This is an optimization exercise on Yosys and OpenROAD, whose aim is small area, not a production implementation. In this exercise RTL edits were held to simulation tests only and were not proved equivalent to the original.

==> inputs of run a <==
==> flow/design.v <==
`timescale 1ns/100ps
module lockInTop (
    input  logic               clk,
    input  logic               rstN,
    input  logic        [15:0] divFast,
    input  logic        [15:0] divSlow,
    input  logic signed [15:0] sIn,
    output logic signed [5:0]  modSlope,
    output logic signed [25:0] modOut,
    output logic signed [15:0] demodF,
    output logic signed [15:0] demodFQ,
    output logic signed [15:0] demod2f,
    output logic signed [15:0] demod2fQ,
    output logic signed [15:0] demod3f,
    output logic signed [15:0] demod3fQ
);
    function automatic logic [15:0] rca16(input logic [15:0] a, input logic [15:0] b, input logic ci);
        logic c;
        c = ci;
        for (int k = 0; k < 16; k++) begin
            rca16[k] = a[k] ^ b[k] ^ c;
            c = (a[k] & b[k]) | (a[k] & c) | (b[k] & c);
        end
    endfunction
    function automatic logic [16:0] rca16c(input logic [15:0] a, input logic [15:0] b);
        logic c;
        c = 1'b0;
        for (int k = 0; k < 16; k++) begin
            rca16c[k] = a[k] ^ b[k] ^ c;
            c = (a[k] & b[k]) | (a[k] & c) | (b[k] & c);
        end
        rca16c[16] = c;
    endfunction
    function automatic logic [6:0] rca6(input logic [5:0] a, input logic [5:0] b);
        logic c;
        c = 1'b0;
        for (int k = 0; k < 6; k++) begin
            rca6[k] = a[k] ^ b[k] ^ c;
            c = (a[k] & b[k]) | (a[k] & c) | (b[k] & c);
        end
        rca6[6] = c;
    endfunction
    function automatic logic [15:0] inc16(input logic [15:0] a, input logic ci);
        logic c;
        c = ci;
        for (int k = 0; k < 16; k++) begin
            inc16[k] = a[k] ^ c;
            c = a[k] & c;
        end
    endfunction
    logic [15:0] fastCnt1, slowCnt1;
    logic        fastTick, slowTick;
    logic        fastWrap, slowWrap;
    assign fastWrap = (fastCnt1 == divFast);
    assign slowWrap = (slowCnt1 == divSlow);
    always_ff @(posedge clk or negedge rstN) begin
        if (!rstN) begin
            fastCnt1 <= 16'd1;
            slowCnt1 <= 16'd1;
            fastTick <= 1'b0;
            slowTick <= 1'b0;
        end else begin
            fastTick <= fastWrap;
            slowTick <= fastWrap && slowWrap;
            fastCnt1 <= fastWrap ? 16'd1 : inc16(fastCnt1, 1'b1);
            slowCnt1 <= (fastWrap && slowWrap) ? 16'd1 : inc16(slowCnt1, fastWrap);
        end
    end
    logic [3:0] l;
    logic [1:0] third;
    logic       half;
    logic       lWrap;
    assign lWrap = l[3] & l[0];    
    always_ff @(posedge clk or negedge rstN) begin
        if (!rstN) begin
            l     <= 4'd0;
            third <= 2'd3;
            half  <= 1'b0;
        end else if (slowTick) begin
            l <= lWrap ? 4'd0 : l + 4'd1;
            if (lWrap) begin
                third <= third[1] ? 2'd0 : third + 2'd1;
                half  <= half ^ third[1];
            end else if (third == 2'd3) begin
                third <= 2'd0;
            end
        end
    end
    logic z0, z1, z2, rst0, hOdd;
    logic lLe1, lLe3, lLe5, lLe7, lEq0, lEq1, lEq2, lEq4, lEq5, lEq6, lEq8, lEq9;
    assign z0   = third[0] ~^ third[1];        
    assign z1   = ~third[1] & third[0];
    assign z2   = third[1] & ~third[0];
    assign rst0 = third[1] & third[0];
    assign hOdd = half ^ z1;                   
    assign lLe1 = ~l[3] & ~l[2] & ~l[1];
    assign lLe3 = ~l[3] & ~l[2];
    assign lLe5 = ~l[3] & ~(l[2] & l[1]);
    assign lLe7 = ~l[3];
    assign lEq0 = (l == 4'd0);
    assign lEq1 = (l == 4'd1);
    assign lEq2 = (l == 4'd2);
    assign lEq4 = (l == 4'd4);
    assign lEq5 = (l == 4'd5);
    assign lEq6 = (l == 4'd6);
    assign lEq8 = (l == 4'd8);
    assign lEq9 = (l == 4'd9);
    logic [5:0] actW, negW, ldW, cpyW;
    assign actW[0] = (z0 & ~lLe3) | z1 | (z2 & lLe3);
    assign negW[0] = half;
    assign ldW[0]  = z0 & ~half & lEq4;
    assign cpyW[0] = half & z2 & lEq8;
    assign actW[1] = ~z1;
    assign negW[1] = half ^ z2;
    assign ldW[1]  = (half & z2 & lEq0) | rst0;
    assign cpyW[1] = half & z1 & lEq4;
    assign actW[2] = (z0 & ~lEq0) | (z1 & lLe1) | (z1 & ~lLe5) | (z2 & (lLe5 | lEq6));
    assign negW[2] = z2 | (z1 & ~lLe5);
    assign ldW[2]  = z0 & lEq1;
    assign cpyW[2] = z2 & lEq8;
    assign actW[3] = (z2 & ~(lLe3 & ~lEq4)) | (z0 & lLe5) | z1 | (z2 & lEq0);
    assign negW[3] = z1 | (z2 & lEq0);
    assign ldW[3]  = (z2 & lEq5) | rst0;
    assign cpyW[3] = z2 & lEq2;
    assign actW[4] = lLe7;
    assign negW[4] = hOdd;
    assign ldW[4]  = ~hOdd & lEq0;
    assign cpyW[4] = hOdd & lEq8;
    assign actW[5] = ~(lEq4 | lEq5);
    assign negW[5] = hOdd ^ ~lLe5;
    assign ldW[5]  = (hOdd & lEq6) | rst0;
    assign cpyW[5] = hOdd & lEq4;
    logic periodStart;
    assign periodStart = half & z2 & lEq9;
    logic signed [5:0] slope;
    always_comb begin
        case ({half, third, l})
            7'd0: slope = 6'sd12;
            7'd1: slope = 6'sd12;
            7'd2: slope = 6'sd12;
            7'd3: slope = 6'sd12;
            7'd4: slope = 6'sd11;
            7'd5: slope = 6'sd10;
            7'd6: slope = 6'sd9;
            7'd7: slope = 6'sd8;
            7'd8: slope = 6'sd7;
            7'd9: slope = 6'sd6;
            7'd10: slope = 6'sd6;
            7'd11: slope = 6'sd6;
            7'd12: slope = 6'sd6;
            7'd13: slope = 6'sd6;
            7'd14: slope = 6'sd6;
            7'd15: slope = 6'sd6;
            7'd16: slope = 6'sd5;
            7'd17: slope = 6'sd4;
            7'd18: slope = 6'sd3;
            7'd19: slope = 6'sd2;
            7'd20: slope = 6'sd0;
            7'd21: slope = -6'sd2;
            7'd22: slope = -6'sd3;
            7'd23: slope = -6'sd4;
            7'd24: slope = -6'sd5;
            7'd25: slope = -6'sd6;
            7'd26: slope = -6'sd6;
            7'd27: slope = -6'sd6;
            7'd28: slope = -6'sd6;
            7'd29: slope = -6'sd6;
            7'd30: slope = -6'sd6;
            7'd31: slope = -6'sd6;
            7'd32: slope = -6'sd7;
            7'd33: slope = -6'sd8;
            7'd34: slope = -6'sd9;
            7'd35: slope = -6'sd10;
            7'd36: slope = -6'sd11;
            7'd37: slope = -6'sd12;
            7'd38: slope = -6'sd12;
            7'd39: slope = -6'sd12;
            7'd40: slope = -6'sd12;
            7'd41: slope = -6'sd12;
            7'd42: slope = -6'sd12;
            7'd43: slope = -6'sd12;
            7'd44: slope = -6'sd12;
            7'd45: slope = -6'sd12;
            7'd46: slope = -6'sd12;
            7'd47: slope = -6'sd12;
            7'd48: slope = 6'sd0;
            7'd49: slope = 6'sd0;
            7'd50: slope = 6'sd0;
            7'd51: slope = 6'sd0;
            7'd52: slope = 6'sd0;
            7'd53: slope = 6'sd0;
            7'd54: slope = 6'sd0;
            7'd55: slope = 6'sd0;
            7'd56: slope = 6'sd0;
            7'd57: slope = 6'sd0;
            7'd58: slope = 6'sd0;
            7'd59: slope = 6'sd0;
            7'd60: slope = 6'sd0;
            7'd61: slope = 6'sd0;
            7'd62: slope = 6'sd0;
            7'd63: slope = 6'sd0;
            7'd64: slope = -6'sd12;
            7'd65: slope = -6'sd12;
            7'd66: slope = -6'sd12;
            7'd67: slope = -6'sd12;
            7'd68: slope = -6'sd11;
            7'd69: slope = -6'sd10;
            7'd70: slope = -6'sd9;
            7'd71: slope = -6'sd8;
            7'd72: slope = -6'sd7;
            7'd73: slope = -6'sd6;
            7'd74: slope = -6'sd6;
            7'd75: slope = -6'sd6;
            7'd76: slope = -6'sd6;
            7'd77: slope = -6'sd6;
            7'd78: slope = -6'sd6;
            7'd79: slope = -6'sd6;
            7'd80: slope = -6'sd5;
            7'd81: slope = -6'sd4;
            7'd82: slope = -6'sd3;
            7'd83: slope = -6'sd2;
            7'd84: slope = 6'sd0;
            7'd85: slope = 6'sd2;
            7'd86: slope = 6'sd3;
            7'd87: slope = 6'sd4;
            7'd88: slope = 6'sd5;
            7'd89: slope = 6'sd6;
            7'd90: slope = 6'sd6;
            7'd91: slope = 6'sd6;
            7'd92: slope = 6'sd6;
            7'd93: slope = 6'sd6;
            7'd94: slope = 6'sd6;
            7'd95: slope = 6'sd6;
            7'd96: slope = 6'sd7;
            7'd97: slope = 6'sd8;
            7'd98: slope = 6'sd9;
            7'd99: slope = 6'sd10;
            7'd100: slope = 6'sd11;
            7'd101: slope = 6'sd12;
            7'd102: slope = 6'sd12;
            7'd103: slope = 6'sd12;
            7'd104: slope = 6'sd12;
            7'd105: slope = 6'sd12;
            7'd106: slope = 6'sd12;
            7'd107: slope = 6'sd12;
            7'd108: slope = 6'sd12;
            7'd109: slope = 6'sd12;
            7'd110: slope = 6'sd12;
            7'd111: slope = 6'sd12;
            7'd112: slope = 6'sd0;
            7'd113: slope = 6'sd0;
            7'd114: slope = 6'sd0;
            7'd115: slope = 6'sd0;
            7'd116: slope = 6'sd0;
            7'd117: slope = 6'sd0;
            7'd118: slope = 6'sd0;
            7'd119: slope = 6'sd0;
            7'd120: slope = 6'sd0;
            7'd121: slope = 6'sd0;
            7'd122: slope = 6'sd0;
            7'd123: slope = 6'sd0;
            7'd124: slope = 6'sd0;
            7'd125: slope = 6'sd0;
            7'd126: slope = 6'sd0;
            7'd127: slope = 6'sd0;
            default: slope = 6'sd0;
        endcase
    end
    assign modSlope = slope;
    logic        reload;
    logic [5:0]  slopeG;
    logic [6:0]  lowSum;
    logic        upInc, upDec;
    logic [19:0] upper;
    logic [18:0] sixDiv;
    logic        t;
    assign reload = fastTick && periodStart;
    assign slopeG = fastTick ? slope : 6'd0;
    assign lowSum = rca6(modOut[5:0], slopeG);
    assign upInc  = lowSum[6] && !slopeG[5];
    assign upDec  = slopeG[5] && !lowSum[6];
    always_comb begin
        t = upInc || upDec;
        for (int k = 0; k < 20; k++) begin
            upper[k] = modOut[6 + k] ^ t;
            t = t & (modOut[6 + k] ^ upDec);
        end
    end
    assign sixDiv = {rca16c(divSlow, {1'b0, divSlow[15:1]}), divSlow[0], 1'b0};
    always_ff @(posedge clk or negedge rstN) begin
        if (!rstN) modOut <= '0;
        else       modOut <= reload ? {7'd0, sixDiv} : {upper, lowSum[5:0]};
    end
    logic [15:0] accN [6];
    logic [15:0] dout [6];
    for (genvar i = 0; i < 6; i++) begin : g_ch
        logic        addE, subE, ldE;
        logic [15:0] xc, an;
        assign addE = slowTick && actW[i] && !negW[i];
        assign subE = slowTick && actW[i] && negW[i];
        assign ldE  = slowTick && ldW[i];
        assign xc = (sIn & {16{subE}}) | (~sIn & {16{addE}});
        assign an = accN[i] | {16{ldE}};
        always_ff @(posedge clk) accN[i] <= rca16(an, xc, addE);
        always_ff @(posedge clk or negedge rstN) begin
            if (!rstN) dout[i] <= '0;
            else if (slowTick && cpyW[i]) dout[i] <= ~accN[i];
        end
    end
    assign demodF   = dout[0];
    assign demodFQ  = dout[1];
    assign demod2f  = dout[2];
    assign demod2fQ = dout[3];
    assign demod3f  = dout[4];
    assign demod3fQ = dout[5];
endmodule
==> flow/flow/run.sh <==
#!/bin/bash
# The standard layout (standard.sh), with these changes to how it is built:
#  - synthesis is the standard flow's own script, with an area-oriented ABC mapping script
#    (flow/synth_wrap.tcl, flow/abc_area_map.script); flip-flops are mapped as before;
#  - the port buffers are plain buf_1 cells (every port still gets its buffer);
#  - clock tree synthesis uses small clock buffers (flow/cts_args.txt).
set -euo pipefail
here="$(pwd)"
export BUFFER_PORTS_ARGS="-buffer_cell sky130_fd_sc_hd__buf_1"
export CTS_ARGS="$(cat flow/cts_args.txt)"
export MY_ABC_SCRIPT="$here/flow/abc_area_map.script"
export FLOW_SYNTH_TCL="$here/synth_recipe.tcl"
sed "s|SYNTH_SCRIPT=[^ ]*|SYNTH_SCRIPT=$here/flow/synth_wrap.tcl|" standard.sh > my_standard.sh
bash my_standard.sh > standard.log 2>&1
==> flow/flow/abc_area_map.script <==
strash
dch -f
amap
topo
==> flow/flow/cts_args.txt <==
-sink_clustering_enable -repair_clock_nets -dont_use_dummy_load -buf_list {sky130_fd_sc_hd__clkbuf_8} -root_buf sky130_fd_sc_hd__clkbuf_8 -sink_clustering_size 16 -sink_clustering_max_diameter 60
==> flow/flow/synth_wrap.tcl <==
# The standard flow's synthesis script (synth_recipe.tcl), with one change: the ABC mapping step
# uses flow/abc_area_map.script (area-oriented amap) instead of ORFS's ABC script.
# Everything before and after ABC, flip-flop mapping included, is unchanged.
proc abc {args} {
  set i [lsearch $args -script]
  if {$i >= 0} {
    lset args [expr {$i + 1}] $::env(MY_ABC_SCRIPT)
  }
  puts "synth_wrap: abc $args"
  yosys abc {*}$args
}
source $::env(FLOW_SYNTH_TCL)
==> flow/standard.sh <==
#!/bin/bash
# synth_recipe.tcl (not shown) runs the flow's synth.tcl, then flattens the netlist and writes it again
# the make line also repeats each setting of config.mk as NAME=value (left out here)
make -C /OpenROAD-flow-scripts/flow DESIGN_CONFIG=/design/flow/config.mk WORK_HOME=/design/flow/orfs CLKGATE_MAP_FILE= SYNTH_SCRIPT=/design/flow/synth_recipe.tcl "${@:-finish}"
==> flow/config.mk <==
export PLATFORM = sky130hd
export DESIGN_NAME = lockInTop
export DESIGN_NICKNAME = lockInTop
export VERILOG_FILES = /design/flow/design.v
export SDC_FILE = /design/flow/constraint.sdc
export NUM_CORES = 4
export LEC_CHECK = 0
export ABC_AREA = 1
export CAP_MARGIN = 0
export CORE_MARGIN = 2
export CORE_UTILIZATION = 40
export SLEW_MARGIN = 0
==> flow/constraint.sdc <==
create_clock -name core_clock -period 10.0 [get_ports {clk}]
set_input_delay 2.0000 -clock core_clock [delete_from_list [all_inputs] [get_ports {clk}]]
set_output_delay 2.0000 -clock core_clock [all_outputs]
set_load 0.01 [all_outputs]
==> inputs of run b, as changes to run a <==
--- a/flow/design.v
+++ b/flow/design.v
@@ -293,16 +293,15 @@
     end
-    logic [15:0] accN [6];
+    logic [15:0] acc [6];
     logic [15:0] dout [6];
     for (genvar i = 0; i < 6; i++) begin : g_ch
-        logic        addE, subE, ldE;
-        logic [15:0] xc, an;
+        logic        addE, subE;
+        logic [15:0] x, a;
         assign addE = slowTick && actW[i] && !negW[i];
         assign subE = slowTick && actW[i] && negW[i];
-        assign ldE  = slowTick && ldW[i];
-        assign xc = (sIn & {16{subE}}) | (~sIn & {16{addE}});
-        assign an = accN[i] | {16{ldE}};
-        always_ff @(posedge clk) accN[i] <= rca16(an, xc, addE);
+        assign x = ~((sIn & {16{subE}}) | (~sIn & {16{addE}}));
+        assign a = (slowTick && ldW[i]) ? 16'd0 : acc[i];
+        always_ff @(posedge clk) acc[i] <= rca16(a, x, !addE);
         always_ff @(posedge clk or negedge rstN) begin
             if (!rstN) dout[i] <= '0;
-            else if (slowTick && cpyW[i]) dout[i] <= ~accN[i];
+            else if (slowTick && cpyW[i]) dout[i] <= acc[i];
         end
==> flow/flow/run.sh (replaced) <==
#!/bin/bash
# The standard layout (standard.sh), with two changes to how it is built:
#  - the port buffers are plain buf_1 cells (every port still gets its buffer);
#  - clock tree synthesis uses small clock buffers and larger sink clusters.
export BUFFER_PORTS_ARGS="-buffer_cell sky130_fd_sc_hd__buf_1"
if [[ -f flow/cts_args.txt ]]; then
  export CTS_ARGS="$(cat flow/cts_args.txt)"
fi
bash standard.sh > standard.log 2>&1
- CAP_MARGIN: 0 -> 20
- GPL_TIMING_DRIVEN: not set -> 0
- SLEW_MARGIN: 0 -> 20
removed: flow/flow/abc_area_map.script
removed: flow/flow/synth_wrap.tcl
==> summary of the runs <==
Run b finished with timing, DRC and antenna clean. Run a completed without violations. Between run b and run a, the lower critical path depth is in run b (gap 5). Against run b, the core utilization of run a is higher by 0.059 points. In sequential cell count, run a and run b do not differ. Sequential share of layout area: run b is lower than run a (2.6 points).

==> port drivers added, routing unchanged <==
The flow's constraints put no driver on any port. The routed layouts listed below were extracted and timed again, unchanged, in two steps.
Step 1 sets driving cells, clkbuf_16 on the clock port and buf_2 on the other inputs (assumed; they add their load-dependent delay and slew).
Step 2 also shifts input and output timing later by t, the mid clock arrival at the registers, as if the neighbouring blocks saw the same clock.
Slacks: ideal / step 1 / step 2; pairs: ideal / step 1.
| run | shift t [ns] | setup WS [ns] | worst setup path at the end |
|---|---|---|---|
| run a | 0.602 | 0.593 / 0.592 / 0.200 | input to register |
| run b | 0.616 | 0.334 / 0.336 / -0.280 | input to register |
Met with ideal ports but missed after step 2: setup timing in run b. For run b, which loses most, drivers alone change the setup slack by +0.002 ns; drivers and shift together by -0.614 ns.
